This design comes from an exercise in tuning for small area, a short achievable clock period and few clock cycles per item on the open sky130 flow, not from production work.
The RTL was checked by simulation tests, not by an equivalence proof against the original design.
Power is estimated from default activity; no workload was simulated.

$ cat flow/run.sh
#!/bin/bash
# synth_recipe.tcl (not shown) runs the flow's synth.tcl, then flattens the netlist and writes it again
# the make line also repeats each setting of config.mk as NAME=value (left out here)
make -C /OpenROAD-flow-scripts/flow DESIGN_CONFIG=/design/flow/config.mk WORK_HOME=/design/flow/orfs CLKGATE_MAP_FILE= SYNTH_SCRIPT=/design/flow/synth_recipe.tcl finish
$ cat flow/config.mk
export PLATFORM = sky130hd
export DESIGN_NAME = polyline_proximity_warning_core
export DESIGN_NICKNAME = polyline_proximity_warning_core
export VERILOG_FILES = /design/flow/design.v
export SDC_FILE = /design/flow/constraint.sdc
export NUM_CORES = 8
export LEC_CHECK = 0
export CAP_MARGIN = 20
export CORE_MARGIN = 2
export CORE_UTILIZATION = 40
export SETUP_SLACK_MARGIN = 5
export SLEW_MARGIN = 20
$ cat flow/constraint.sdc
create_clock -name core_clock -period 11.0 [get_ports {clk}]
set_input_delay 2.2000 -clock core_clock [delete_from_list [all_inputs] [get_ports {clk}]]
set_output_delay 2.2000 -clock core_clock [all_outputs]
set_load 0.01 [all_outputs]
$ cat flow/design.v
package ppw_pkg;
  localparam int MaxPoints = 64;
  localparam int IdxW      = $clog2(MaxPoints);
  localparam int CntW      = $clog2(MaxPoints + 1);
  localparam int CoordW    = 23;
  localparam int DistW     = 23;
  localparam int LevelW    = 8;
  localparam int StepW     = 16;
  localparam int PointsW   = 7;
  localparam int D2W       = 48;
  localparam int CfgW      = 23;
  localparam logic [DistW-1:0] DistSat = {DistW{1'b1}};
  localparam logic [LevelW-1:0] LevelMax = {LevelW{1'b1}};
  localparam int VtxW      = 2 * CoordW;
  typedef logic signed [CoordW-1:0] coord_t;
  typedef struct packed {
    coord_t z;
    coord_t x;
  } vtx_t;
  function automatic logic [2*CoordW-1:0] default_vtx(input logic [IdxW-1:0] idx);
    logic [2*CoordW-1:0] v;
    case (idx)
      IdxW'(0): v = 46'h00140107129a;   
      IdxW'(1): v = 46'h0054b606d493;   
      IdxW'(2): v = 46'h009cfc0673c6;   
      IdxW'(3): v = 46'h00e8f106095f;   
      IdxW'(4): v = 46'h01408505653e;   
      IdxW'(5): v = 46'h019a7d0499a2;   
      IdxW'(6): v = 46'h01eb9983b710;   
      IdxW'(7): v = 46'h01fed3031f2d;   
      IdxW'(8): v = 46'h0225a0829802;   
      IdxW'(9): v = 46'h022614025fd6;   
      IdxW'(10): v = 46'h02007e81fc39;   
      IdxW'(11): v = 46'h021ee181501d;   
      IdxW'(12): v = 46'h02519a013047;   
      IdxW'(13): v = 46'h0257e48100d5;   
      IdxW'(14): v = 46'h0261a9807f08;   
      IdxW'(15): v = 46'h02629d001a3f;   
      IdxW'(16): v = 46'h025c997edcf9;   
      IdxW'(17): v = 46'h02807dfda62e;   
      IdxW'(18): v = 46'h02795f7c605f;   
      IdxW'(19): v = 46'h023b3b7b3372;   
      IdxW'(20): v = 46'h01f38979fac3;   
      IdxW'(21): v = 46'h01a227796436;   
      IdxW'(22): v = 46'h015178f86bb6;   
      IdxW'(23): v = 46'h00cb1d77eb72;   
      IdxW'(24): v = 46'h0060f077ed5e;   
      IdxW'(25): v = 46'h3fa6ed783486;   
      IdxW'(26): v = 46'h3f627a78c037;   
      IdxW'(27): v = 46'h3ea21af92992;   
      IdxW'(28): v = 46'h3e42a87a3b6e;   
      IdxW'(29): v = 46'h3da9437b777c;   
      IdxW'(30): v = 46'h3d2680fcfd3a;   
      IdxW'(31): v = 46'h3d02e5ff0a5b;   
      IdxW'(32): v = 46'h3cf794009865;   
      IdxW'(33): v = 46'h3d13f382d35e;   
      IdxW'(34): v = 46'h3d96fd05f292;   
      IdxW'(35): v = 46'h3e0d6906d2f3;   
      IdxW'(36): v = 46'h3e922d0779b5;   
      IdxW'(37): v = 46'h3f9838875a31;   
      default:    v = '0;
    endcase
    default_vtx = v;
  endfunction
endpackage
module ppw_vtx_mem (
  input  logic                                         clk,
  input  logic                                         rst_n,
  input  logic                                         wr_req,
  input  logic [ppw_pkg::IdxW-1:0]                     wr_addr,
  input  logic [ppw_pkg::VtxW-1:0]                     wr_data,
  input  logic                                         wr_ok,
  output logic                                         wr_pend,
  output logic                                         wr_fire,
  output logic                                         busy,
  output logic [ppw_pkg::IdxW-1:0]                     head,
  output logic [ppw_pkg::MaxPoints*ppw_pkg::VtxW-1:0]  ring
);
  localparam int VW = ppw_pkg::VtxW;
  localparam int NP = ppw_pkg::MaxPoints;
  logic [VW-1:0]              ring_r [NP];
  logic [ppw_pkg::IdxW-1:0]   head_r;
  logic [ppw_pkg::IdxW:0]     rcnt_r;
  logic                       pend_r;
  logic [ppw_pkg::IdxW-1:0]   paddr_r;
  logic [VW-1:0]              pdata_r;
  logic                       restore;
  logic [VW-1:0]              tail_in;
  assign restore = !rst_n || (rcnt_r != '0);
  logic match_r;
  always_ff @(posedge clk) match_r <= ((wr_req ? wr_addr : paddr_r) == head_r + 1'b1);
  assign wr_fire = pend_r && match_r && wr_ok;
  always_comb begin
    tail_in = ring_r[0];
    if (!rst_n)       tail_in = ppw_pkg::default_vtx(ppw_pkg::IdxW'(ppw_pkg::MaxPoints - 1));
    else if (restore) tail_in = ppw_pkg::default_vtx(head_r);
    else if (wr_fire) tail_in = pdata_r;
  end
  always_ff @(posedge clk) begin
    for (int s = 0; s < NP - 1; s++) ring_r[s] <= ring_r[s+1];
    ring_r[NP-1] <= tail_in;
  end
  always_ff @(posedge clk) begin
    if (!rst_n) head_r <= '0;
    else        head_r <= head_r + 1'b1;
  end
  always_ff @(posedge clk) begin
    if (!rst_n) begin
      rcnt_r <= (ppw_pkg::IdxW+1)'(NP - 1);
      pend_r <= 1'b0;
    end else begin
      if (rcnt_r != '0) rcnt_r <= rcnt_r - 1'b1;
      if (wr_req)       pend_r <= 1'b1;
      else if (wr_fire) pend_r <= 1'b0;
    end
  end
  always_ff @(posedge clk) begin
    if (wr_req) begin
      paddr_r <= wr_addr;
      pdata_r <= wr_data;
    end
  end
  assign wr_pend = pend_r;
  assign busy    = (rcnt_r != '0);
  assign head    = head_r;
  for (genvar s = 0; s < NP; s++) begin : g_tap
    assign ring[s*VW +: VW] = ring_r[s];
  end
endmodule
module ppw_seg_unit (
  input  logic                        clk,
  input  logic                        rst_n,
  input  logic                        start,
  input  logic                        tag_in,
  input  logic [1:0]                  kill,
  input  logic [4:0]                  kb,
  input  logic [ppw_pkg::VtxW-1:0]    a,
  input  logic [ppw_pkg::VtxW-1:0]    b,
  input  logic [ppw_pkg::CoordW-1:0]  px,
  input  logic [ppw_pkg::CoordW-1:0]  pz,
  output logic                        ready,
  output logic                        done,
  output logic                        tag_out,
  output logic [ppw_pkg::DistW-1:0]   r
);
  localparam int CW  = ppw_pkg::CoordW;
  localparam int DW  = CW + 1;            
  localparam int OW  = DW + 1;            
  localparam int PW  = 2 * OW;            
  localparam int LW  = 2 * DW - 1;        
  localparam int CCW = LW + 2;            
  localparam int NW  = 96;                
  localparam int RW  = 72;                
  localparam int TW  = LW + 26;           
  localparam int RB  = 24;                
  typedef enum logic [1:0] {F_IDLE, F_MUL, F_WAIT} fst_t;
  typedef enum logic [1:0] {S_IDLE, S_SQD, S_FIN} sst_t;
  typedef enum logic [2:0] {T_NONE, T_SET, T_ADD, T_SUB, T_ADD25, T_ADD48} tag_t;
  fst_t                   fst_r;
  sst_t                   sst_r;
  logic [4:0]             step_r;
  logic [4:0]             kb_r;
  logic signed [DW-1:0]   sa, sb;           
  logic                   sa_z, sa_b, sb_z;
  logic signed [OW-1:0]   ma, mb, ma_r, mb_r;
  logic                   ma_sa, ma_sb, mb_sa, mb_sb, m_cl_a, m_cl_b, m_ch_a, m_ch_b;
  tag_t                   tag, ctag, tags_r, tag1_r, tagm_r, tag2_r;
  logic signed [DW-1:0]   sa_r, sb_r;
  logic                   ma_sa_r, ma_sb_r, mb_sa_r, mb_sb_r;
  logic signed [PW-1:0]   p_r;
  logic signed [OW+9:0]   p0_r;              
  logic signed [OW+8:0]   p1_r;              
  logic signed [OW+7:0]   p2_r;              
  logic signed [NW-1:0]   acc_r, acc_a, acc_b, acc_s;
  logic                   acc_cin;
  logic [LW-1:0]          d_r;
  logic [LW+1:0]          d3_r;
  logic [CCW-1:0]         c_r;
  logic                   clamp_a, clamp_b, clamp_r, csel_b_r, sat_r;
  logic signed [CCW-1:0]  dot, cval;
  logic signed [CCW+23:0] cscl;
  logic                   c_ovf, f_last, f_fin, pre_sat, hand, fe_kill, be_kill, be_free;
  logic                   fe_tag_r, be_tag_r;
  logic [RW-1:0]          rm_r;
  logic [47:0]            nlo_r;
  logic [TW-1:0]          t_r;
  logic [LW-1:0]          bd_r;
  logic [LW+1:0]          bd3_r;
  logic [RB-1:0]          root_r;
  logic [4:0]             cnt_r;
  logic                   bsat_r, bit_ok;
  logic [RW+2:0]          rm2, diff;
  logic [TW-1:0]          t_up, t_dn;
  assign sa = sa_z ? (DW'($signed(pz)) - DW'($signed(sa_b ? b[2*CW-1:CW] : a[2*CW-1:CW])))
                   : (DW'($signed(px)) - DW'($signed(sa_b ? b[CW-1:0]    : a[CW-1:0])));
  assign sb = sb_z ? (DW'($signed(b[2*CW-1:CW])) - DW'($signed(a[2*CW-1:CW])))
                   : (DW'($signed(b[CW-1:0]))    - DW'($signed(a[CW-1:0])));
  assign dot     = acc_r[CCW-1:0];
  assign clamp_a = (d_r == '0) || dot[CCW-1] || (dot == '0);
  assign clamp_b = !clamp_a && ($signed({2'b00, d_r}) <= dot);
  always_comb begin
    sa_z = 1'b0; sa_b = 1'b0; sb_z = 1'b0; tag = T_NONE;
    ma_sa = 1'b0; ma_sb = 1'b0; mb_sa = 1'b0; mb_sb = 1'b0;
    case (step_r)
      5'd0: begin ma_sa = 1'b1; mb_sb = 1'b1; sb_z = 1'b1; tag = T_SET; end           
      5'd1: begin ma_sa = 1'b1; sa_z = 1'b1; mb_sb = 1'b1; tag = T_SUB; end           
      5'd2: begin ma_sb = 1'b1; mb_sb = 1'b1; tag = T_SET; end                        
      5'd3: begin ma_sb = 1'b1; mb_sb = 1'b1; sb_z = 1'b1; tag = T_ADD; end           
      5'd4: begin ma_sa = 1'b1; mb_sb = 1'b1; tag = T_SET; end                        
      5'd5: begin ma_sa = 1'b1; sa_z = 1'b1; mb_sb = 1'b1; sb_z = 1'b1; tag = T_ADD; end  
      5'd10: if (clamp_a || clamp_b) begin
        ma_sa = 1'b1; mb_sa = 1'b1; sa_b = clamp_b; tag = T_SET;                      
      end
      5'd11: if (clamp_r) begin
        ma_sa = 1'b1; mb_sa = 1'b1; sa_z = 1'b1; sa_b = csel_b_r; tag = T_ADD;        
      end
      default: ;
    endcase
    m_cl_a = 1'b0; m_cl_b = 1'b0; m_ch_a = 1'b0; m_ch_b = 1'b0; ctag = T_NONE;
    case (step_r)
      5'd7: begin m_cl_a = 1'b1; m_cl_b = 1'b1; ctag = T_SET; end                     
      5'd8: begin m_ch_a = 1'b1; m_cl_b = 1'b1; ctag = T_ADD25; end                   
      5'd9: begin m_ch_a = 1'b1; m_ch_b = 1'b1; ctag = T_ADD48; end                   
      default: ;
    endcase
  end
  always_comb begin
    ma = '0;
    if (ma_sa_r) ma = OW'(sa_r);
    if (ma_sb_r) ma = OW'(sb_r);
    if (m_cl_a)  ma = $signed({1'b0, c_r[23:0]});
    if (m_ch_a)  ma = $signed(c_r[CCW-1:24]);
    mb = '0;
    if (mb_sa_r) mb = OW'(sa_r);
    if (mb_sb_r) mb = OW'(sb_r);
    if (m_cl_b)  mb = $signed({1'b0, c_r[23:0]});
    if (m_ch_b)  mb = $signed(c_r[CCW-1:24]);
  end
  assign cval  = acc_r[CCW-1:0];
  assign cscl  = (CCW+24)'(cval) <<< (5'd23 - kb_r);
  assign c_ovf = !((cscl[CCW+23:CCW-2] == '0) || (cscl[CCW+23:CCW-2] == '1));
  always_comb begin
    acc_a = (tag2_r == T_SET) ? '0 : acc_r;
    acc_b = NW'(p_r);
    acc_cin = 1'b0;
    case (tag2_r)
      T_SUB:   begin acc_b = ~(NW'(p_r)); acc_cin = 1'b1; end
      T_ADD25: acc_b = NW'(p_r) <<< 25;
      T_ADD48: acc_b = NW'(p_r) <<< 48;
      default: ;
    endcase
  end
  assign acc_s = acc_a + acc_b + NW'(acc_cin);
  assign f_last  = (fst_r == F_MUL) && (clamp_r ? (step_r == 5'd16) : (step_r == 5'd13));
  assign f_fin   = f_last || (fst_r == F_WAIT);
  assign pre_sat = (acc_r[NW-1:48] >= (NW-48)'(d_r));
  assign fe_kill = (fst_r != F_IDLE) && kill[fe_tag_r];
  assign be_kill = (sst_r != S_IDLE) && kill[be_tag_r];
  assign be_free = (sst_r == S_IDLE) || (sst_r == S_FIN) || be_kill;
  assign hand    = f_fin && !fe_kill && be_free;
  assign ready   = (fst_r == F_IDLE);
  always_ff @(posedge clk) begin
    if (!rst_n) begin
      fst_r <= F_IDLE;
      sst_r <= S_IDLE;
    end else begin
      case (fst_r)
        F_IDLE: if (start) fst_r <= F_MUL;
        F_MUL:  if (fe_kill) fst_r <= F_IDLE;
                else if (f_last) fst_r <= hand ? F_IDLE : F_WAIT;
        F_WAIT: if (hand || fe_kill) fst_r <= F_IDLE;
        default: fst_r <= F_IDLE;
      endcase
      case (sst_r)
        default: begin
          if (hand)                                   sst_r <= (pre_sat || sat_r) ? S_FIN : S_SQD;
          else if (be_kill || sst_r == S_FIN)         sst_r <= S_IDLE;
          else if (sst_r == S_SQD && cnt_r == 5'd1)   sst_r <= S_FIN;
        end
      endcase
    end
  end
  always_ff @(posedge clk) begin
    ma_r   <= ma;
    mb_r   <= mb;
    sa_r    <= sa;
    sb_r    <= sb;
    ma_sa_r <= ma_sa && (fst_r == F_MUL);
    ma_sb_r <= ma_sb && (fst_r == F_MUL);
    mb_sa_r <= mb_sa && (fst_r == F_MUL);
    mb_sb_r <= mb_sb && (fst_r == F_MUL);
    tags_r  <= (fst_r == F_MUL) ? tag : T_NONE;
    tag1_r  <= (tags_r != T_NONE) ? tags_r : ((fst_r == F_MUL) ? ctag : T_NONE);
    p0_r   <= ma_r * $signed({1'b0, mb_r[8:0]});
    p1_r   <= ma_r * $signed({1'b0, mb_r[16:9]});
    p2_r   <= ma_r * $signed(mb_r[OW-1:17]);
    tagm_r <= tag1_r;
    p_r    <= PW'(p0_r) + (PW'(p1_r) <<< 9) + (PW'(p2_r) <<< 17);
    tag2_r <= tagm_r;
    if (fst_r == F_IDLE) begin
      fe_tag_r <= tag_in;
      step_r <= '0;
      kb_r   <= kb;
      sat_r  <= 1'b0;
    end
    if (fst_r == F_MUL) begin
      step_r <= step_r + 5'd1;
      if (tag2_r != T_NONE) acc_r <= acc_s;
      if (step_r == 5'd6) c_r <= CCW'(cscl);            
      if (step_r == 5'd6) sat_r <= c_ovf;
      if (step_r == 5'd8) d_r <= acc_r[LW-1:0];         
      if (step_r == 5'd9) d3_r <= (LW+2)'(d_r) + (LW+2)'({d_r, 1'b0});
      if (step_r == 5'd10) begin                        
        clamp_r  <= clamp_a || clamp_b;
        csel_b_r <= clamp_b;
        if (clamp_a || clamp_b) sat_r <= 1'b0;
      end
      if (step_r == 5'd11 && clamp_r) begin
        d_r  <= LW'(1);
        d3_r <= (LW+2)'(3);
      end
    end
  end
  assign rm2    = {1'b0, rm_r, nlo_r[47:46]};
  assign diff   = rm2 - (RW+3)'(t_r);
  assign bit_ok = !diff[RW+2];
  assign t_up   = TW'({t_r, 1'b0}) + TW'(bd3_r);
  assign t_dn   = TW'({t_r, 1'b0}) - TW'(bd_r);
  always_ff @(posedge clk) begin
    if (hand) begin
      be_tag_r <= fe_tag_r;
      rm_r   <= RW'(acc_r[NW-1:48]);
      nlo_r  <= acc_r[47:0];
      t_r    <= TW'(d_r);
      bd_r   <= d_r;
      bd3_r  <= d3_r;
      root_r <= '0;
      cnt_r  <= clamp_r ? 5'(RB) : (kb_r + 5'd1);
      bsat_r <= pre_sat || sat_r;
    end else if (sst_r == S_SQD) begin
      cnt_r  <= cnt_r - 5'd1;
      rm_r   <= bit_ok ? RW'(diff) : RW'(rm2);
      nlo_r  <= {nlo_r[45:0], 2'b00};
      root_r <= {root_r[RB-2:0], bit_ok};
      t_r    <= bit_ok ? t_up : t_dn;
    end
  end
  assign done    = (sst_r == S_FIN);
  assign tag_out = be_tag_r;
  assign r    = (bsat_r || root_r[RB-1]) ? ppw_pkg::DistSat : root_r[ppw_pkg::DistW-1:0];
endmodule
module ppw_post (
  input  logic                      clk,
  input  logic                      rst_n,
  input  logic                      start,
  input  logic [ppw_pkg::DistW-1:0] dist_in,
  input  logic                      god,
  input  logic [ppw_pkg::DistW-1:0] warn,
  input  logic [ppw_pkg::DistW-1:0] shoot_dist,
  input  logic [ppw_pkg::StepW-1:0] step,
  input  logic                      out_tready,
  output logic                      busy,
  output logic                      out_tvalid,
  output logic [31:0]               out_tdata
);
  localparam int DW = ppw_pkg::DistW;
  localparam int SW = ppw_pkg::StepW;
  localparam int LV = ppw_pkg::LevelW;
  typedef enum logic [1:0] {P_IDLE, P_DIV, P_HOLD} pst_t;
  pst_t              st_r;
  logic [3:0]        cnt_r;
  logic [DW-1:0]     dist_r, rem_r;
  logic [DW-1:0]     dv_r;
  logic [LV-1:0]     q_r;
  logic              in_warn, shoot_r, sat_r, qbit;
  logic [SW-1:0]     s_eff;
  logic [DW:0]       diff;
  logic [LV-1:0]     level;
  logic              out_load;
  logic              out_tvalid_r;
  logic [31:0]       out_tdata_r;
  assign diff    = (DW+1)'(warn) - (DW+1)'(dist_r);
  assign s_eff   = (step == '0) ? SW'(1) : step;
  assign in_warn = (dist_r <= warn);
  assign qbit    = (rem_r >= dv_r);
  assign out_load = (st_r == P_HOLD) && (!out_tvalid_r || out_tready);
  always_comb begin
    if (!in_warn)           level = '0;
    else if (sat_r)         level = ppw_pkg::LevelMax;
    else if (q_r == '0)     level = LV'(1);
    else                    level = q_r;
  end
  always_ff @(posedge clk) begin
    if (!rst_n) st_r <= P_IDLE;
    else begin
      case (st_r)
        P_IDLE: if (start) st_r <= P_DIV;
        P_DIV:  if (cnt_r == 4'd0) st_r <= P_HOLD;
        P_HOLD: if (out_load) st_r <= P_IDLE;
        default: st_r <= P_IDLE;
      endcase
    end
  end
  always_ff @(posedge clk) begin
    case (st_r)
      P_IDLE: begin
        dist_r  <= dist_in;
        shoot_r <= !god;
        cnt_r   <= 4'd9;
      end
      P_DIV: begin
        cnt_r <= cnt_r - 4'd1;
        if (cnt_r == 4'd9) begin
          rem_r   <= diff[DW-1:0];
          sat_r   <= ({1'b0, diff[DW-1:0]} >= {1'b0, s_eff, 8'b0});
          dv_r    <= DW'({s_eff, 7'b0});
          q_r     <= '0;
          shoot_r <= shoot_r && (dist_r <= shoot_dist);
        end else if (cnt_r != 4'd0) begin
          rem_r <= qbit ? rem_r - dv_r : rem_r;
          q_r   <= {q_r[LV-2:0], qbit};
          dv_r  <= dv_r >> 1;
        end
      end
      default: ;
    endcase
  end
  always_ff @(posedge clk) begin
    if (!rst_n)        out_tvalid_r <= 1'b0;
    else if (out_load) out_tvalid_r <= 1'b1;
    else if (out_tready) out_tvalid_r <= 1'b0;
  end
  always_ff @(posedge clk) begin
    if (out_load) out_tdata_r <= {shoot_r && in_warn, level, dist_r};
  end
  assign busy       = (st_r != P_IDLE);
  assign out_tvalid = out_tvalid_r;
  assign out_tdata  = out_tdata_r;
endmodule
module polyline_proximity_warning_core (
  input  logic        clk,
  input  logic        rst_n,
  input  logic        in_tvalid,
  output logic        in_tready,
  input  logic [55:0] in_tdata,    
  input  logic [1:0]  in_tuser,    
  output logic        out_tvalid,
  input  logic        out_tready,
  output logic [31:0] out_tdata,   
  input  logic        cfg_we,
  input  logic [1:0]  cfg_index,
  input  logic [22:0] cfg_wdata
);
  localparam int Lanes = 2;
  localparam int SC    = 6;                    
  localparam int NP    = ppw_pkg::MaxPoints;
  localparam int SL    = NP / Lanes;           
  localparam int CW    = ppw_pkg::CoordW;
  localparam int QW    = CW - SC;              
  localparam int VW    = ppw_pkg::VtxW;
  localparam int IW    = ppw_pkg::IdxW;
  localparam int GW    = QW;                   
  localparam int KW    = GW + IW;              
  localparam int UW    = QW + 2;               
  localparam int DW    = ppw_pkg::DistW;
  localparam int ND    = 3;                    
  localparam int NK    = ND + 1;               
  logic [ppw_pkg::PointsW-1:0] points_r;
  logic [DW-1:0]               warn_r, shoot_r;
  logic [ppw_pkg::StepW-1:0]   step_r;
  logic [IW:0]                 n_cur;
  always_ff @(posedge clk) begin
    if (!rst_n) begin
      points_r <= ppw_pkg::PointsW'(38);
      warn_r   <= DW'(9600);
      shoot_r  <= DW'(5200);
      step_r   <= ppw_pkg::StepW'(440);
    end else if (cfg_we) begin
      case (cfg_index)
        2'd0: points_r <= cfg_wdata[ppw_pkg::PointsW-1:0];
        2'd1: warn_r   <= cfg_wdata;
        2'd2: shoot_r  <= cfg_wdata;
        2'd3: step_r   <= cfg_wdata[ppw_pkg::StepW-1:0];
        default: ;
      endcase
    end
  end
  assign n_cur = (points_r > ppw_pkg::PointsW'(NP)) ? (IW+1)'(NP) : (IW+1)'(points_r);
  logic                 mem_busy, wr_pend, wr_fire, wr_req;
  logic [IW-1:0]        head;
  logic [NP*VW-1:0]     ring;
  logic [CW-1:0]        in_x, in_z;
  logic                 in_acc, is_query, short_q;
  logic                 a_vld_r, b_busy_r, pipe_idle;
  assign in_x      = in_tdata[28:6];
  assign in_z      = in_tdata[51:29];
  assign is_query  = in_tuser[0];
  assign pipe_idle = !a_vld_r && !b_busy_r;
  assign in_tready = !a_vld_r && !mem_busy && (!wr_pend || wr_fire);
  assign in_acc    = in_tvalid && in_tready;
  assign wr_req    = in_acc && !is_query;
  assign short_q   = (in_x == '0 && in_z == '0) || (n_cur < (IW+1)'(2));
  ppw_vtx_mem u_mem (
    .clk     (clk),
    .rst_n   (rst_n),
    .wr_req  (wr_req),
    .wr_addr (in_tdata[IW-1:0]),
    .wr_data ({in_z, in_x}),
    .wr_ok   (pipe_idle),
    .wr_pend (wr_pend),
    .wr_fire (wr_fire),
    .busy    (mem_busy),
    .head    (head),
    .ring    (ring)
  );
  function automatic logic [VW-1:0] slot(input logic [NP*VW-1:0] rg, input int s);
    slot = rg[((s + NP) % NP)*VW +: VW];
  endfunction
  logic [CW-1:0]   pax_r, paz_r;
  logic            god_a_r, short_a_r, a_swept_r;
  logic            sw_run_r, sw_for_b_r, sw_first_r;
  logic [5:0]      t_r;
  logic [KW-1:0]   lastkey_r;
  logic [QW-1:0]   sqx_r, sqz_r;             
  logic [UW-1:0]   u_r;
  logic [KW-1:0]   k_r [NK];
  logic            kv_r [NK];
  logic            sw_start, sw_start_b, sw_end;
  logic [GW-1:0]   lg_r  [Lanes];
  logic [IW-1:0]   lj_r  [Lanes];
  logic            lsv_r [Lanes];
  logic [UW-1:0]   lu_r  [Lanes];
  logic            lvv_r [Lanes];
  logic            s1_vld_r;
  function automatic logic [QW:0] wdiff(input logic [QW-1:0] p, input logic [CW-1:0] v);
    wdiff = (QW+1)'($signed(p)) - (QW+1)'($signed(v[CW-1:SC]));
  endfunction
  function automatic logic [QW-1:0] omag(input logic [QW:0] w);
    omag = w[QW] ? ~w[QW-1:0] : w[QW-1:0];
  endfunction
  logic [QW:0]     wax_r [Lanes], waz_r [Lanes], wbx_r [Lanes], wbz_r [Lanes];
  logic            altx_r [Lanes], altz_r [Lanes];
  logic [IW-1:0]   j0_r  [Lanes];
  logic            s0_vld_r, sw_any_start;
  assign sw_any_start = sw_start || sw_start_b;
  always_ff @(posedge clk) begin
    for (int k = 0; k < Lanes; k++) begin
      logic [VW-1:0] va, vb;
      va = slot(ring, k * SL);
      vb = slot(ring, k * SL + 1);
      wax_r[k]  <= wdiff(sqx_r, va[CW-1:0]);
      waz_r[k]  <= wdiff(sqz_r, va[VW-1:CW]);
      wbx_r[k]  <= wdiff(sqx_r, vb[CW-1:0]);
      wbz_r[k]  <= wdiff(sqz_r, vb[VW-1:CW]);
      altx_r[k] <= ($signed(va[CW-1:SC]) < $signed(vb[CW-1:SC]));
      altz_r[k] <= ($signed(va[VW-1:CW+SC]) < $signed(vb[VW-1:CW+SC]));
      j0_r[k]   <= head + IW'(k * SL);
    end
    s0_vld_r <= sw_run_r && (t_r < 6'(SL)) && !sw_any_start;
  end
  function automatic logic [QW-1:0] gap2(input logic a_lt_b, input logic [QW:0] wa,
                                         input logic [QW:0] wb);
    logic [QW:0] lo, hi;            
    lo = a_lt_b ? wa : wb;
    hi = a_lt_b ? wb : wa;
    if (!hi[QW])     gap2 = hi[QW-1:0];      
    else if (lo[QW]) gap2 = ~lo[QW-1:0];     
    else             gap2 = '0;
  endfunction
  always_ff @(posedge clk) begin
    for (int k = 0; k < Lanes; k++) begin
      logic [QW-1:0] gx, gz, mx, mz;
      gx  = gap2(altx_r[k], wax_r[k], wbx_r[k]);
      gz  = gap2(altz_r[k], waz_r[k], wbz_r[k]);
      mx  = omag(wax_r[k]);
      mz  = omag(waz_r[k]);
      lg_r[k]  <= (gx > gz) ? gx : gz;
      lj_r[k]  <= j0_r[k];
      lsv_r[k] <= ((IW+1)'(j0_r[k]) + (IW+1)'(2) <= n_cur);
      lu_r[k]  <= UW'(mx) + UW'(mz) + UW'(5);
      lvv_r[k] <= ((IW+1)'(j0_r[k]) < n_cur);
    end
    s1_vld_r <= s0_vld_r && !sw_any_start;
  end
  logic [KW-1:0]   nk [NK];
  logic            nkv [NK];
  logic [UW-1:0]   nu;
  localparam int NE = NK + Lanes;
  always_comb begin
    logic [KW-1:0] ek  [NE];
    logic          ev  [NE];
    logic          lt  [NE][NE];
    logic [2:0]    rk  [NE];
    for (int i = 0; i < NK; i++) begin
      ek[i] = k_r[i]; ev[i] = kv_r[i];
    end
    for (int k = 0; k < Lanes; k++) begin
      ek[NK+k] = {lg_r[k], lj_r[k]};
      ev[NK+k] = s1_vld_r && lsv_r[k] && (sw_first_r || ek[NK+k] > lastkey_r);
    end
    for (int i = 0; i < NE; i++)
      for (int j = 0; j < NE; j++) begin
        if (i == j)             lt[i][j] = 1'b0;
        else if (i < NK && j < NK) lt[i][j] = (i < j) ? ev[i] || !ev[j] : (ev[i] && !ev[j]);
        else if (ev[i] != ev[j]) lt[i][j] = ev[i];
        else if (!ev[i])         lt[i][j] = (i < j);
        else                     lt[i][j] = (ek[i] < ek[j]);
      end
    for (int i = 0; i < NE; i++) begin
      rk[i] = '0;
      for (int j = 0; j < NE; j++) if (j != i && !lt[i][j]) rk[i] = rk[i] + 3'd1;
    end
    for (int s = 0; s < NK; s++) begin
      nk[s] = '0; nkv[s] = 1'b0;
      for (int i = 0; i < NE; i++) if (rk[i] == 3'(s)) begin nk[s] = ek[i]; nkv[s] = ev[i]; end
    end
    nu = u_r;
    for (int k = 0; k < Lanes; k++)
      if (s1_vld_r && lvv_r[k] && lu_r[k] < nu) nu = lu_r[k];
  end
  assign sw_end = sw_run_r && (t_r == 6'(SL + 1));
  typedef enum logic [1:0] {B_IDLE, B_RUN, B_RSW, B_DONE} bst_t;
  bst_t            bst_r   [2];
  logic [CW-1:0]   pbx_r   [2];
  logic [CW-1:0]   pbz_r   [2];
  logic            god_b_r [2];
  logic [UW-1:0]   ub_r    [2];
  logic [GW-1:0]   g_r     [2][NK];
  logic            v_r     [2][NK];
  logic [KW-1:0]   keyl_r  [2];
  logic [IW-1:0]   cj_r    [2][ND];
  logic [1:0]      nst_r   [2];
  logic [1:0]      nres_r  [2];
  logic            rsw_req_r [2];
  logic [DW-1:0]   best_r  [2];
  logic            binf_r  [2];
  logic [4:0]      kbits_r [2];
  logic            head_r, rsw_rdy_r, sw_slot_r, rsw_slot_r;
  logic            take_a, tslot;
  logic            ev_start, ev_done, ev_ready, ev_tag, ev_slot;
  logic [1:0]      ev_kill;
  logic [DW-1:0]   ev_r;
  logic            want [2];
  logic            keep [2];
  logic            done_s [2];
  logic            fin_s [2];
  logic            more_s [2];
  logic            cancel_s [2];
  logic            take_rsw_s [2];
  logic            spec_s [2];
  logic            req_s [2];
  logic [1:0]      nres_nx [2];
  logic [DW-1:0]   best_nx [2];
  logic            b_sw_busy, sw_start_b_any, rsw_slot_nx;
  function automatic logic gap_ok(input logic [GW-1:0] g, input logic [UW-1:0] u,
                                  input logic binf, input logic [DW-1:0] bst);
    gap_ok = (UW'(g) <= u) && (binf || ((DW+1)'(g) <= (DW+1)'(bst >> SC) + (DW+1)'(1)));
  endfunction
  function automatic logic [4:0] kbits_of(input logic [UW-1:0] u, input logic binf,
                                          input logic [DW-1:0] bst);
    logic [UW+SC-1:0] ubig, m;
    ubig = {u, {SC{1'b0}}};
    m = ubig;
    if (!binf && (UW+SC)'(bst) <= ubig) m = (UW+SC)'(bst) - (UW+SC)'(1);
    kbits_of = 5'd23;
    for (int i = 22; i >= 0; i--) if (m < ((UW+SC)'(1) << i)) kbits_of = 5'(i);
    if (m >= ((UW+SC)'(1) << 23)) kbits_of = 5'd23;
  endfunction
  assign tslot  = (bst_r[head_r] == B_IDLE) ? head_r : !head_r;
  assign take_a = a_vld_r && (short_a_r || a_swept_r) && (bst_r[tslot] == B_IDLE);
  assign b_sw_busy = (sw_run_r && sw_for_b_r) || rsw_rdy_r;
  always_comb begin
    for (int q = 0; q < 2; q++) begin
      logic       qn [NK];
      logic       qx [NK];
      logic       pend, nxq, infl, kil;
      done_s[q] = ev_done && (ev_tag == 1'(q)) && (bst_r[q] == B_RUN);
      best_nx[q] = (binf_r[q] || ev_r < best_r[q]) ? ev_r : best_r[q];
      for (int i = 0; i < NK; i++) begin
        qn[i] = v_r[q][i] && gap_ok(g_r[q][i], ub_r[q], binf_r[q], best_r[q]);
        qx[i] = qn[i] && (!done_s[q] || gap_ok(g_r[q][i], ub_r[q], 1'b0, ev_r));
      end
      pend  = (nst_r[q] != nres_r[q] + 2'd1);
      kil   = done_s[q] && pend && !qx[nres_r[q] + 2'd1];
      ev_kill[q]  = kil;
      nres_nx[q]  = !done_s[q] ? nres_r[q] : (kil ? nst_r[q] : nres_r[q] + 2'd1);
      infl  = (nres_nx[q] != nst_r[q]);
      nxq   = (nst_r[q] < 2'(ND)) && qx[nst_r[q]];
      keep[q]   = (bst_r[q] == B_RUN) && nxq;
      want[q]   = keep[q] && !done_s[q];
      fin_s[q]  = (bst_r[q] == B_RUN) && !infl && !nxq;
      more_s[q] = (nst_r[q] == 2'(ND)) && !kil && qx[ND];
      cancel_s[q] = fin_s[q] && !more_s[q] && rsw_req_r[q];
      take_rsw_s[q] = (bst_r[q] == B_RSW) && rsw_rdy_r && (rsw_slot_r == 1'(q));
      spec_s[q] = (nst_r[q] == 2'(ND - 1)) && qn[ND] && !sw_run_r && !a_vld_r && !rsw_rdy_r;
      req_s[q]  = (bst_r[q] == B_RSW) && !rsw_req_r[q] && !b_sw_busy;
    end
  end
  localparam int NT = 8;                      
  logic            nxt_v_r, nxt_have_r, nxt_slot_r, nxt_sel, nxt_pick, nxt_drop;
  logic [1:0]      nxt_cand_r;
  logic [IW-1:0]   nxt_j_r, rel;
  logic [VW-1:0]   nxt_a_r, nxt_b_r, op_a_r, op_b_r, tap_a, tap_b;
  logic            aligned;
  assign nxt_sel  = want[head_r] ? head_r : !head_r;
  assign nxt_pick = !nxt_v_r && (want[0] || want[1]);
  assign rel      = nxt_j_r - head;
  assign aligned  = (rel[IW-1-$clog2(NT):0] == '0);
  always_comb begin
    tap_a = '0; tap_b = '0;
    for (int t = 0; t < NT; t++)
      if (rel[IW-1:IW-$clog2(NT)] == $clog2(NT)'(t)) begin
        tap_a = slot(ring, t * (NP / NT));
        tap_b = slot(ring, t * (NP / NT) + 1);
      end
  end
  assign nxt_drop = nxt_v_r && (!keep[nxt_slot_r] || nst_r[nxt_slot_r] != nxt_cand_r);
  assign ev_slot  = nxt_slot_r;
  assign ev_start = nxt_v_r && nxt_have_r && !nxt_drop && want[nxt_slot_r] && ev_ready;
  always_ff @(posedge clk) begin
    if (!rst_n) begin
      nxt_v_r <= 1'b0;
    end else begin
      if (nxt_pick)                   nxt_v_r <= 1'b1;
      else if (ev_start || nxt_drop)  nxt_v_r <= 1'b0;
    end
    if (nxt_pick) begin
      nxt_slot_r <= nxt_sel;
      nxt_cand_r <= nst_r[nxt_sel];
      nxt_j_r    <= cj_r[nxt_sel][nst_r[nxt_sel]];
      nxt_have_r <= 1'b0;
    end else if (nxt_v_r && !nxt_have_r && aligned) begin
      nxt_a_r    <= tap_a;
      nxt_b_r    <= tap_b;
      nxt_have_r <= 1'b1;
    end
    if (ev_start) begin
      op_a_r <= nxt_a_r;
      op_b_r <= nxt_b_r;
    end
  end
  always_comb begin
    sw_start_b_any = 1'b0;
    rsw_slot_nx    = 1'b0;
    if (req_s[head_r])       begin sw_start_b_any = 1'b1; rsw_slot_nx = head_r;  end
    else if (req_s[!head_r]) begin sw_start_b_any = 1'b1; rsw_slot_nx = !head_r; end
    else if (ev_start && spec_s[ev_slot] && !rsw_req_r[ev_slot]) begin
      sw_start_b_any = 1'b1; rsw_slot_nx = ev_slot;
    end
  end
  assign sw_start_b = sw_start_b_any;
  logic       fe_slot_r;
  always_ff @(posedge clk) if (ev_start) fe_slot_r <= ev_slot;
  ppw_seg_unit u_seg (
    .clk     (clk),
    .rst_n   (rst_n),
    .start   (ev_start),
    .tag_in  (ev_slot),
    .kill    (ev_kill),
    .kb      (kbits_r[ev_slot]),
    .a       (op_a_r),
    .b       (op_b_r),
    .px      (pbx_r[fe_slot_r]),
    .pz      (pbz_r[fe_slot_r]),
    .ready   (ev_ready),
    .done    (ev_done),
    .tag_out (ev_tag),
    .r       (ev_r)
  );
  logic post_busy, post_start;
  assign post_start = (bst_r[head_r] == B_DONE) && !post_busy;
  assign sw_start   = !sw_run_r && !rsw_rdy_r && a_vld_r && !short_a_r && !a_swept_r;
  always_ff @(posedge clk) begin
    if (!rst_n) begin
      a_vld_r   <= 1'b0;
      sw_run_r  <= 1'b0;
      rsw_rdy_r <= 1'b0;
      head_r    <= 1'b0;
      b_busy_r  <= 1'b0;
      for (int q = 0; q < 2; q++) bst_r[q] <= B_IDLE;
    end else begin
      if (in_acc && is_query) a_vld_r <= 1'b1;
      else if (take_a)        a_vld_r <= 1'b0;
      if (sw_start_b || sw_start) sw_run_r <= 1'b1;
      else if (sw_end || (sw_for_b_r && cancel_s[sw_slot_r])) sw_run_r <= 1'b0;
      if (sw_end && sw_for_b_r && !cancel_s[sw_slot_r])           rsw_rdy_r <= 1'b1;
      else if (take_rsw_s[0] || take_rsw_s[1] || cancel_s[rsw_slot_r]) rsw_rdy_r <= 1'b0;
      if (post_start) head_r <= !head_r;
      for (int q = 0; q < 2; q++) begin
        case (bst_r[q])
          B_IDLE: if (take_a && tslot == 1'(q)) bst_r[q] <= short_a_r ? B_DONE : B_RUN;
          B_RUN:  if (fin_s[q]) bst_r[q] <= more_s[q] ? B_RSW : B_DONE;
          B_RSW:  if (take_rsw_s[q]) bst_r[q] <= B_RUN;
          B_DONE: if (post_start && head_r == 1'(q)) bst_r[q] <= B_IDLE;
          default: bst_r[q] <= B_IDLE;
        endcase
      end
      b_busy_r <= !(bst_r[0] == B_IDLE && bst_r[1] == B_IDLE) || take_a;
    end
  end
  always_ff @(posedge clk) begin
    if (in_acc && is_query) begin
      pax_r     <= in_x;
      paz_r     <= in_z;
      god_a_r   <= in_tuser[1];
      short_a_r <= short_q;
      a_swept_r <= 1'b0;
    end
    if (sw_end && !sw_for_b_r) a_swept_r <= 1'b1;
    if (sw_start_b) a_swept_r <= 1'b0;    
    if (sw_start_b || sw_start) begin
      t_r        <= '0;
      sw_for_b_r <= sw_start_b;
      sw_slot_r  <= rsw_slot_nx;
      sw_first_r <= !sw_start_b;
      lastkey_r  <= keyl_r[rsw_slot_nx];
      sqx_r      <= sw_start_b ? pbx_r[rsw_slot_nx][CW-1:SC] : pax_r[CW-1:SC];
      sqz_r      <= sw_start_b ? pbz_r[rsw_slot_nx][CW-1:SC] : paz_r[CW-1:SC];
      u_r        <= '1;
      for (int i = 0; i < NK; i++) kv_r[i] <= 1'b0;
    end else if (sw_run_r) begin
      t_r <= t_r + 6'd1;
      u_r <= nu;
      for (int i = 0; i < NK; i++) begin k_r[i] <= nk[i]; kv_r[i] <= nkv[i]; end
    end
    if (sw_end && sw_for_b_r) rsw_slot_r <= sw_slot_r;
    for (int q = 0; q < 2; q++) begin
      if (take_a && tslot == 1'(q)) begin
        pbx_r[q]   <= pax_r;
        pbz_r[q]   <= paz_r;
        god_b_r[q] <= god_a_r;
        ub_r[q]    <= u_r;
        best_r[q]  <= ppw_pkg::DistSat;
        binf_r[q]  <= !short_a_r;
      end
      if ((take_a && tslot == 1'(q)) || take_rsw_s[q]) begin
        nst_r[q]     <= '0;
        nres_r[q]    <= '0;
        rsw_req_r[q] <= 1'b0;
        keyl_r[q]    <= k_r[ND-1];
        for (int i = 0; i < NK; i++) begin g_r[q][i] <= k_r[i][KW-1:IW]; v_r[q][i] <= kv_r[i]; end
        for (int i = 0; i < ND; i++) cj_r[q][i] <= k_r[i][IW-1:0];
      end else begin
        if (ev_start && ev_slot == 1'(q)) nst_r[q] <= nst_r[q] + 2'd1;
        if (sw_start_b && rsw_slot_nx == 1'(q)) rsw_req_r[q] <= 1'b1;
        if (cancel_s[q]) rsw_req_r[q] <= 1'b0;
        if (done_s[q]) begin
          best_r[q] <= best_nx[q];
          binf_r[q] <= 1'b0;
        end
        nres_r[q] <= nres_nx[q];
      end
      kbits_r[q] <= (take_a && tslot == 1'(q)) ? kbits_of(u_r, 1'b1, '0)
                                               : kbits_of(ub_r[q], binf_r[q], best_r[q]);
    end
  end
  ppw_post u_post (
    .clk        (clk),
    .rst_n      (rst_n),
    .start      (post_start),
    .dist_in    (best_r[head_r]),
    .god        (god_b_r[head_r]),
    .warn       (warn_r),
    .shoot_dist (shoot_r),
    .step       (step_r),
    .out_tready (out_tready),
    .busy       (post_busy),
    .out_tvalid (out_tvalid),
    .out_tdata  (out_tdata)
  );
endmodule
==> summary.md <==
| Metric | Value |
|---|---|
| Fin crit period | 6.03 ns |
| Setup TNS | 0 ns |
| Unrepaired setup endpoints after global routing | true |
| Logic depth of the worst register-to-register path | 26 |
| Cell count of the worst hold path | 0 |
| Required time of the critical path | approximately 12 ns |
| Leading post-synthesis cells by instance count | sky130_fd_sc_hd__dfxtp_1 (3725), sky130_fd_sc_hd__nand2_1 (2098), sky130_fd_sc_hd__ha_1 (2017) |
| Share of cells above drive strength 1 | 0.0936 |
| Starting Density | 0.401 |
| Proportion of synthesized chip area in sequential cells | 0.498 |
| DRT iter0 DRCs | around 16000 |
| Total power per unit cell area | 202 mW/mm^2 |
| Top achievable clock speed | 166 MHz |
| Yosys warning count | 105 |
| Post-synthesis register bit count | 5139 |
| Clock transition time at the flip-flop clock pins of the worst setup and hold paths | 0.06 ns |
| Buffer cell driving the clock tree root | sky130_fd_sc_hd__clkbuf_16 |
| Final Hold Slack | 0.286 ns |
| Filler instances | 53900 |
| Post-detailed-route via-to-cell ratio | ~5.5 |
| Maximum number of pins on one net before global-route repair | between 100 and 150 |
| Wire length of the first global-routing pass | 1070 mm |
| Total CTS buffers | 525 |
| Num Clock Sinks | roughly 5000 |
| Total nets after synthesis | between 20000 and 30000 |
| Initial antenna violation count | 56 |
| Post-synth ARST share | 0 |
| Chip height | between 700 and 800 um |
| Total gr overflow | 0 |
| H-tree levels | 6 |
| Number of global-route vias before repair | 162000 |
| Type of the worst setup path | reg2reg |
| I/O pin total | 122 |
| Clock Skews | between 0.06 and 0.07 ns |
| Period utilization | 0.548 |
| Per-cell routed wire length | between 20 and 25 um |
| Most used standard cell by instance count after synthesis | sky130_fd_sc_hd__dfxtp_1 |
| Final setup vio count | 0 |
| CP endpoint kind | flip-flop |
| Hold Path Origin | u_mem.ring_r[2][11] |
| Drt pass-1 iters | 8 |
| Sum of routed wire length over all layers | 744 mm |
| Number of distinct library cell variants in the gate-level netlist after synthesis | 110 |
| Worst R2R Start | u_seg.acc_r[1] |
| Hold crit path type | reg2reg |
| Endpoints failing hold | 0 |
| Area growth from synthesis to layout | 14.7% |
| Overall fraction of global-route tracks in use | 0.240 |
| Worst Hold Endpoint | u_mem.ring_r[1][11] |
| Dominant cells by area after synthesis | sky130_fd_sc_hd__dfxtp_1 (32%), sky130_fd_sc_hd__edfxtp_1 (18%), sky130_fd_sc_hd__ha_1 (11%) |
| Port Buffer Count | 117 |
| Core footprint | 0.585 sq mm |
| Crit Reg-Reg Endpoint | u_seg.sa_r[21] |
| Count of vias placed by the detailed router | 171000 |
| Type of element launching the critical path | flip-flop |
| Worst setup slack for register-to-register paths | 4.97 ns |
| Combined area of all synthesized cells | 0.235 sq mm |
| Leakage | 114 nW |
| Num rows | between 200 and 300 |
| Maxcap violations | 0 |
| Clock tree from TritonCTS | built |
| Transition at the pin with the smallest max-transition slack | between 1 and 1.5 ns |
| Final weighted congestion in routability-driven placement | 0.964 |
| Nets | 25500 |
| Drc violations | 0 |
| Overall die area | 0.594 sq mm |
| Peak ir drop on the vdd network | 0.169 mV |
| Number of max-slew violations in the final report | 0 |
| Horiz. Die Dim | 771 um |
| Avg Cell Area, Syn | 10.4 sq um |
| Arr. time, crit path | 6.92 ns |
| Dominant register cell in the synthesized netlist | sky130_fd_sc_hd__dfxtp_1 |
| Detailed Place HPWL | between 500 and 600 mm |
| Critical path fanouts, max | 7 |
| Fraction of post-synthesis cell area in the top cell type by area | 0.317 |
| Cell accounting for the most synthesized area | sky130_fd_sc_hd__dfxtp_1 |
| Worst slew slack as a fraction of its limit | 0.202 |
| Synthesized instance count | between 20000 and 25000 |
| Run status | timing/DRC/antenna clean |
| Buffers from clock root to sink, at most | 4 |
| Clock latency at the later pin of the worst-skew pair | 1.07 ns |
| Antenna Violating Nets Remaining | 0 |
| Number of enable flip-flop cells after synthesis | 1414 |
==> flip-flops by register name (all words and copies together), names as in the netlist, 50 cells and up, named ones only <==
name / flops
u_seg.t_r: 73
k_r: 92
g_r: 119
u_seg.p_r: 50
u_mem.ring_r: 2944
u_seg.acc_r: 96
u_seg.rm_r: 72
==> metal layers <==
| layer | share of wire | global-route usage | up-vias |
|---|---|---|---|
| li1 | - | - | 79900 |
| met1 | 0.44 | 0.338 | 83400 |
| met2 | 0.44 | 0.374 | 6395 |
| met3 | 0.071 | 0.0308 | 1334 |
| met4 | 0.048 | 0.0977 | 10 |
| met5 | 0.000095 | 0 | - |
==> stage by stage <==
step | power, mW | instances | area, sq um | utilization | worst slack (ns)
finish | 54.3 | 31200 | 269000 | 0.460 | 4.97
global route | 56.6 | 31100 | 269000 | 0.460 | 4.88
CTS | 54.1 | 31000 | 267000 | 0.456 | 4.96
detailed placement | 35.4 | 29900 | 246000 | 0.419 | 2.56
global placement | 35.2 | 29900 | 246000 | 0.419 | 2.59
floorplan | 31.0 | 22500 | 235000 | - | 5.00
==> critical path: stages, from the launching register on <==
cell	delay, ns
sky130_fd_sc_hd__edfxtp_1	0.40
sky130_fd_sc_hd__buf_4	0.17
sky130_fd_sc_hd__nor4_1	0.48
sky130_fd_sc_hd__nand4_1	0.36
sky130_fd_sc_hd__o31ai_1	0.87
sky130_fd_sc_hd__nor2_4	0.08
sky130_fd_sc_hd__a32o_4	0.35
sky130_fd_sc_hd__buf_12	0.15
sky130_fd_sc_hd__buf_6	0.14
sky130_fd_sc_hd__nor2_4	0.09
sky130_fd_sc_hd__a21oi_2	0.04
sky130_fd_sc_hd__ha_1	0.29
sky130_fd_sc_hd__nor2b_4	0.13
sky130_fd_sc_hd__o21ai_2	0.15
sky130_fd_sc_hd__a21oi_2	0.08
sky130_fd_sc_hd__o21a_1	0.21
sky130_fd_sc_hd__o21ai_4	0.23
sky130_fd_sc_hd__a211o_1	0.20
sky130_fd_sc_hd__a31o_4	0.18
sky130_fd_sc_hd__o21ai_4	0.06
sky130_fd_sc_hd__o41ai_2	0.20
sky130_fd_sc_hd__buf_4	0.17
sky130_fd_sc_hd__o31a_1	0.17
sky130_fd_sc_hd__nand2b_1	0.10
sky130_fd_sc_hd__a21oi_2	0.15
sky130_fd_sc_hd__xor2_1	0.23
sky130_fd_sc_hd__mux2i_1	0.12
==> logic make-up after synthesis <==
family,share of synthesized area
adder cells (fa/ha/maj),0.152
flip-flops,0.498
AND/OR/NAND/NOR,0.114
XOR/XNOR,0.0316
buffers and inverters,0.0421
AO/OA/AOI/OAI,0.141
multiplexers,0.0215
==> power breakdown <==
group	leakage (nW)	switching (mW)	internal [mW]
logic	61.5	8.37	5.23
clock network	8.70	7.81	10.4
registers	43.6	1.37	21.1
==> worst max-delay path by stage <==
stage                              start        endpoint  depth (start not counted)
after detailed placement    u_seg.bsat_r   u_seg.t_r[20]                         26
after floorplan             u_seg.bsat_r         nxt_v_r                         25
after global routing      u_seg.acc_r[1]  u_seg.sa_r[21]                         33
after global placement      u_seg.bsat_r   u_seg.t_r[20]                         25
final                     u_seg.acc_r[1]  u_seg.sa_r[21]                         26
after CTS                  u_seg.ma_r[8]  u_seg.p0_r[33]                         23
==> placed cells by master, fill, tap and decap left out, drive strengths merged, types with 516 or more instances in the layout <==
master	count
xnor2	551
dfxtp	3725
nor2	1469
ha	2017
a21o	516
edfxtp	1414
nand2	2098
clkbuf	717
a21oi	1652
buf	525
inv	1810
o21ai	1209
fa	523
==> what timing repair did <==
action	CTS	global route
pin swaps	110	142
gates cloned	32	18
gates resized for setup	449	264
setup buffers	130	116
hold buffers	0	0
endpoints found under the setup margin	1021	850
==> cell type report <==
| cell class | count | area [sq um] | area share |
|---|---|---|---|
| clock buffers | 699 | 14900 | 0.0552 |
| inverters | 1765 | 6740 | 0.0250 |
| repair inverters | 5 | 62.6 | 0.000232 |
| repair buffers | 670 | 6990 | 0.0259 |
| diodes | 48 | 120 | 0.000446 |
| well taps | 7782 | 9740 | 0.0361 |
| multi-input cells | 14800 | 111000 | 0.411 |
| flip-flops and latches | 5139 | 117000 | 0.435 |
| clock inverters | 256 | 2910 | 0.0108 |
Testbench counts, summed over its fixed seeds: cycles 31,989, queries 640.

what the ideal ports hide:
The flow's constraints put no driver on any port. The routed layout listed below was extracted and timed again, unchanged, in two steps.
Step 1 (the two cells are an assumption about what drives the block):
set clk [get_ports {clk}]
set_driving_cell -lib_cell sky130_fd_sc_hd__clkbuf_16 $clk
set_driving_cell -lib_cell sky130_fd_sc_hd__buf_2 [delete_from_list [all_inputs] $clk]
Step 2 times the ports against the registers' clock, not the clock port: input delays grow and output delays shrink by t, the midpoint of the rising clock arrivals with the driver on.
Three values: no drivers, after step 1, after step 2; two values: the first two.
shift t [ns]: 1.168
setup WS [ns]: 4.973 / 4.973 / 4.572
worst register clock-pin slew, ns: 0.08 / 0.08
worst data-port slew with drivers (ns): 0.60
After both steps this run still meets setup and hold. For this run, drivers alone change the setup slack by 0.000 ns; drivers and shift together by -0.401 ns.
